Context: an optimization exercise on an open-source flow, tuned for small area, a short achievable clock period and few clock cycles per item. The choices shown serve that exercise and are no tape-out recipe.
Only simulation tests tie the RTL to the original design; equivalence was not proved.
Power figures rest on the tool's default switching activity, not on a simulated workload.

Design cakeField, start of the top module:
module cakeField
(
	input logic update,
	input logic rst,
	input logic step,
	input logic pixelReq,
	input logic [9:0] pixelX,
	input logic [9:0] pixelY,
	output logic pixelAck,
	output logic hitReq,
	output logic [23:0] hitMask,
	input logic hitAck
);
Size: ~1000 cells after synthesis, about 130 flip-flops, ~51 I/O pins, roughly 0.0092 mm² of cells after synthesis.
export LEC_CHECK = 0
export CAP_MARGIN = 20
export CORE_MARGIN = 2
export CORE_UTILIZATION = 40
export SETUP_SLACK_MARGIN = 0
export SLEW_MARGIN = 20
create_clock -name core_clock -period 4.5 [get_ports {update}]
standard.sh (not shown) runs the stock make flow with config.mk's settings and CLKGATE_MAP_FILE= SYNTH_SCRIPT=/design/flow/synth_recipe.tcl, a recipe that flattens the netlist after the stock synthesis.
==> flow/flow/run.sh <==
#!/bin/bash
# Own layout flow: the standard flow, with the port buffers made from
# plain buffers (the standard flow picks a slow delay cell for them) and
# with the resizer free to swap a cell for one of another footprint.
# Synthesis is the standard one, run unchanged.
set -euo pipefail
bash standard.sh synth > synth.log 2>&1
bash standard.sh \
	"BUFFER_PORTS_ARGS=-buffer_cell sky130_fd_sc_hd__buf_4" \
	MATCH_CELL_FOOTPRINT=0 \
	finish > layout.log 2>&1
Testbench counts at the start, summed over its fixed seeds: cycles 6,904, queries 3,072.
==> next run, changes <==
SETUP_SLACK_MARGIN = 2.8   (was 0)
Outcome: Non-clock buffer count came out higher by 152; final area goes up by 28%; register-to-register slack gets better by 0.34 ns; clock skew goes down by 0.0035 ns; core utilization came out higher by 13 points; clock-buffer cell count drops by 11; setup slack gets better by 0.39 ns; hold slack gets better by 0.018 ns; cell count is higher by 11%.

* * *

## v49
cakeField, a different RTL version from the one above (not shown whole).
For scale: about 120 flip-flops, about 51 I/O pins, roughly 8000 um2 of cells after synthesis.
// cakeField
module cakeField
(
	input logic update,
	input logic rst,
	input logic step,
	input logic pixelReq,
	input logic [9:0] pixelX,
	input logic [9:0] pixelY,
	output logic pixelAck,
	output logic hitReq,
	output logic [23:0] hitMask,
	input logic hitAck
);
	localparam int NumLanes = 4;
	localparam logic [3:0] LaneFallsDown = 4'b1001;
	localparam logic [7:0] LaneSpeed = {2'd1, 2'd2, 2'd1, 2'd1};
	localparam logic [215:0] LaneStartY = {
		{9'd400, 9'd330, 9'd255, 9'd200, 9'd100, 9'd20},
		{9'd375, 9'd350, 9'd210, 9'd180, 9'd75, 9'd25},
		{9'd440, 9'd340, 9'd290, 9'd220, 9'd150, 9'd50},
		{9'd450, 9'd370, 9'd290, 9'd200, 9'd150, 9'd70}
	};
	localparam logic [15:0] LaneNumWrap = {4'd6, 4'd3, 4'd6, 4'd6};
	localparam logic [71:0] LaneWrapOrder = {
		{3'd0, 3'd1, 3'd2, 3'd3, 3'd4, 3'd5},
		{3'd0, 3'd0, 3'd0, 3'd4, 3'd3, 3'd2},
		{3'd5, 3'd4, 3'd3, 3'd2, 3'd1, 3'd0},
		{3'd0, 3'd1, 3'd2, 3'd3, 3'd4, 3'd5}
	};
	logic [23:0] rowHit;
	logic qValid;
	logic [3:0] qLane;
	logic qYHigh;
	logic qPop;
	logic [35:0] laneRingShift;
	logic [35:0] laneDriftShift;
	logic [35:0] qRingY;
	logic [9:0] qDriftY;
	for (genvar g = 0; g < NumLanes; g++)
	begin : gLane
		cakeLane #(
			.FallsDown(LaneFallsDown[g]),
			.Speed(LaneSpeed[2*g +: 2]),
			.StartY(LaneStartY[54*g +: 54]),
			.NumWrap(int'(LaneNumWrap[4*g +: 4])),
			.WrapOrder(LaneWrapOrder[18*g +: 18])
		) lane (
			.update(update),
			.rst(rst),
			.step(step),
			.ringShift(laneRingShift[9*g +: 9]),
			.driftShift(laneDriftShift[9*g +: 9]),
			.ringY(qRingY[9*g +: 9]),
			.driftY(qDriftY),
			.qYHigh(qYHigh),
			.rowHit(rowHit[6*g +: 6])
		);
	end
	pixelQueryFifo queryFifo (
		.update(update),
		.rst(rst),
		.pixelReq(pixelReq),
		.pixelX(pixelX),
		.pixelY(pixelY),
		.pixelAck(pixelAck),
		.laneRingShift(laneRingShift),
		.driftShift(laneDriftShift[18 +: 9]),
		.qValid(qValid),
		.qLane(qLane),
		.qYHigh(qYHigh),
		.qRingY(qRingY),
		.qDriftY(qDriftY),
		.qPop(qPop)
	);
	cakeHitTester hitTester (
		.update(update),
		.rst(rst),
		.qValid(qValid),
		.qLane(qLane),
		.qPop(qPop),
		.rowHit(rowHit),
		.hitReq(hitReq),
		.hitMask(hitMask),
		.hitAck(hitAck)
	);
endmodule
==> flow/config.mk <==
export PLATFORM = sky130hd
export DESIGN_NAME = cakeField
export DESIGN_NICKNAME = cakeField
export VERILOG_FILES = /design/flow/design.v
export SDC_FILE = /design/flow/constraint.sdc
export NUM_CORES = 4
export LEC_CHECK = 0
export CAP_MARGIN = 20
export CORE_MARGIN = 2
export CORE_UTILIZATION = 40
export SETUP_SLACK_MARGIN = 2.2
export SLEW_MARGIN = 20
==> flow/constraint.sdc <==
create_clock -name core_clock -period 4.5 [get_ports {update}]
set_input_delay 0.9000 -clock core_clock [delete_from_list [all_inputs] [get_ports {update}]]
set_output_delay 0.9000 -clock core_clock [all_outputs]
set_load 0.01 [all_outputs]
==> flow/flow/run.sh <==
#!/bin/bash
# Own layout flow: the standard flow, with the port buffers made from
# plain buffers (the standard flow picks a slow delay cell for them) and
# with the resizer free to swap a cell for one of another footprint.
# Synthesis is the standard one, run unchanged.
set -euo pipefail
bash standard.sh synth > synth.log 2>&1
bash standard.sh \
	"BUFFER_PORTS_ARGS=-buffer_cell sky130_fd_sc_hd__buf_2" \
	MATCH_CELL_FOOTPRINT=0 \
	finish > layout.log 2>&1
Testbench counts of v49, summed over its fixed seeds: cycles 7,096, queries 3,072.
What v26 does differently from v49 at the input level:
# v49
export LEC_CHECK = 0
export CAP_MARGIN = 20
export CORE_MARGIN = 2
export CORE_UTILIZATION = 40
export SETUP_SLACK_MARGIN = 2.2
export SLEW_MARGIN = 20
create_clock -name core_clock -period 4.5 [get_ports {update}]
# v26
export LEC_CHECK = 0
export CAP_MARGIN = 20
export CORE_MARGIN = 2
export CORE_UTILIZATION = 40
export SETUP_SLACK_MARGIN = 2.6
export SLEW_MARGIN = 20
create_clock -name core_clock -period 4.5 [get_ports {update}]
diff --git a/flow/flow/run.sh b/flow/flow/run.sh
--- a/flow/flow/run.sh
+++ b/flow/flow/run.sh
@@ -9 +9 @@
-	"BUFFER_PORTS_ARGS=-buffer_cell sky130_fd_sc_hd__buf_2" \
+	"BUFFER_PORTS_ARGS=-buffer_cell sky130_fd_sc_hd__buf_4" \
Findings:
v49 has a lower part of the total power dissipated in combinational logic than v26.
Against v49, v26 comes in 1 higher on critical path depth.
v49 → v26: register fraction of the total cell area went down by 2.9 points; post-route clock period utilization went down by 1.5 points; final design area excluding fillers went up by 1000 um2.
Modified inputs, v48 compared to v26
# v26
export LEC_CHECK = 0
export CAP_MARGIN = 20
export CORE_MARGIN = 2
export CORE_UTILIZATION = 40
export SETUP_SLACK_MARGIN = 2.6
export SLEW_MARGIN = 20
create_clock -name core_clock -period 4.5 [get_ports {update}]
# v48
export LEC_CHECK = 0
export CAP_MARGIN = 20
export CORE_MARGIN = 2
export CORE_UTILIZATION = 40
export SETUP_SLACK_MARGIN = 2.3
export SLEW_MARGIN = 20
create_clock -name core_clock -period 4.5 [get_ports {update}]
Results
- Row highest net fanout along the worst path: v48 higher / v26 lower
- Number of instances in the synthesized netlist came out exactly the same in v26 and v48.
- Where highest clock frequency the design can meet is concerned, v26 is better than v48.
- Between v26 and v48, number of nets in the layout is higher for v26, v48 comes in under that.
- Re minimum clock period: v26 and v48 aren't equal, and the lower value belongs to v26.
- In v48, via count of the first global-routing pass is lower than in v26.
- Going from v26 to v48, number of standard cells in the layout, taps in and fillers out shrank by a few percent.
- Compared with v26, v48 shows a lower met2 routing resource usage after global routing.
- Compared v48 vs v26, and fraction of the cycle the final worst path needs is up in v48.
Relative to v48, the following input files were edited for v20:
# v48
export LEC_CHECK = 0
export CAP_MARGIN = 20
export CORE_MARGIN = 2
export CORE_UTILIZATION = 40
export SETUP_SLACK_MARGIN = 2.3
export SLEW_MARGIN = 20
create_clock -name core_clock -period 4.5 [get_ports {update}]
# v20
export LEC_CHECK = 0
export CAP_MARGIN = 20
export CORE_MARGIN = 2
export CORE_UTILIZATION = 40
export CTS_BUF_LIST = sky130_fd_sc_hd__clkbuf_4 sky130_fd_sc_hd__clkbuf_8
export SETUP_SLACK_MARGIN = 2.2
export SLEW_MARGIN = 20
create_clock -name core_clock -period 4.5 [get_ports {update}]
diff --git a/flow/flow/run.sh b/flow/flow/run.sh
--- a/flow/flow/run.sh
+++ b/flow/flow/run.sh
@@ -9 +9 @@
-	"BUFFER_PORTS_ARGS=-buffer_cell sky130_fd_sc_hd__buf_4" \
+	"BUFFER_PORTS_ARGS=-buffer_cell sky130_fd_sc_hd__buf_2" \
## What came out
As far as buffer depth of the longest clock path goes, v20 and v48 are indistinguishable; the numbers are identical.
In the metrics for v20 and v48, the one carrying the lower combinational cell fraction of total power is v48.
The run showing the greater total power is v48.
Against v48, the final cell area of v20 is lower.
Compared with v48, v20 shows a routed wire length that is 740 um lower.
v48 → v20: register-to-register setup slack lost 0.06 ns, met3 usage in global routing picked up an extra 0.38 points.
[inputs] v54 vs v20
# v20
export LEC_CHECK = 0
export CAP_MARGIN = 20
export CORE_MARGIN = 2
export CORE_UTILIZATION = 40
export CTS_BUF_LIST = sky130_fd_sc_hd__clkbuf_4 sky130_fd_sc_hd__clkbuf_8
export SETUP_SLACK_MARGIN = 2.2
export SLEW_MARGIN = 20
create_clock -name core_clock -period 4.5 [get_ports {update}]
# v54
export LEC_CHECK = 0
export CAP_MARGIN = 20
export CORE_MARGIN = 2
export CORE_UTILIZATION = 40
export SETUP_SLACK_MARGIN = 2.3
export SLEW_MARGIN = 20
create_clock -name core_clock -period 4.5 [get_ports {update}]
diff --git a/flow/flow/run.sh b/flow/flow/run.sh
--- a/flow/flow/run.sh
+++ b/flow/flow/run.sh
@@ -5 +5,2 @@
-# Synthesis is the standard one, run unchanged.
+# After global routing the resizer gives back area on gates off the
+# critical paths (RECOVER_POWER). Synthesis is the standard one, run unchanged.
@@ -9 +10 @@
-	"BUFFER_PORTS_ARGS=-buffer_cell sky130_fd_sc_hd__buf_2" \
+	"BUFFER_PORTS_ARGS=-buffer_cell sky130_fd_sc_hd__buf_4" \
@@ -10,0 +12 @@
+	RECOVER_POWER=100 \
--- outcome ---
- No stage failed in v54, and the final checks on the layout all came back clean.
- v54: maximum frequency is about 25% lower than what v20 reported.
- v54 ended up with a lower number of logic stages on the critical path including buffering than v20 did.
- Re power consumption: v54 is 460 uW up on v20.
- Relative to v20, the worst hold slack of v54 is lower by 0.016 ns.
- On growth of design area from synthesis to finish: between v20 and v54, it ends up higher for v54.
- v54 vs. v20: maximum fanout along the worst path went up by 21.
- Vias: v54 above v20

## static timing again, ports no longer ideal
The flow's constraints put no driver on any port. The routed layouts listed below were extracted and timed again, unchanged, in two steps. Step 1 sets driving cells, clkbuf_16 on the clock port and buf_2 on the other inputs (assumed; they add their load-dependent delay and slew). Step 2 moves the port delays by t, midway between the first and last clock arrival at a register: inputs arrive t later, outputs are due t later. That takes back most of the time a late clock gives input paths. Three values: no drivers, after step 1, after step 2; two values: the first two.
| run | shift t [ns] | setup WS [ns] | worst setup path at the end | worst data-port slew with drivers (ns) | pins driven straight from the clock port |
|---|---|---|---|---|---|
| the first run of note 1 | 0.459 | 1.883 / 1.902 / 1.443 | input to register | 0.04 | 1 |
| the second run of note 1 | 0.468 | 2.275 / 2.262 / 1.794 | input to register | 0.08 | 1 |
| v49 | 0.467 | 2.271 / 2.271 / 1.847 | input to register | 0.04 | 1 |
| v26 | 0.464 | 2.340 / 2.316 / 2.010 | input to register | 0.05 | 1 |
| v48 | 0.459 | 2.275 / 2.275 / 1.955 | input to register | 0.03 | 1 |
| v20 | 0.480 | 2.212 / 2.212 / 1.814 | input to register | 0.04 | 1 |
| v54 | 0.460 | 1.442 / 1.449 / 0.989 | input to register | 0.03 | 1 |
After both steps setup and hold are still met in every run listed. The setup slack of the second run of note 1, which loses most, moves by -0.013 ns with the drivers and by -0.481 ns with both steps.
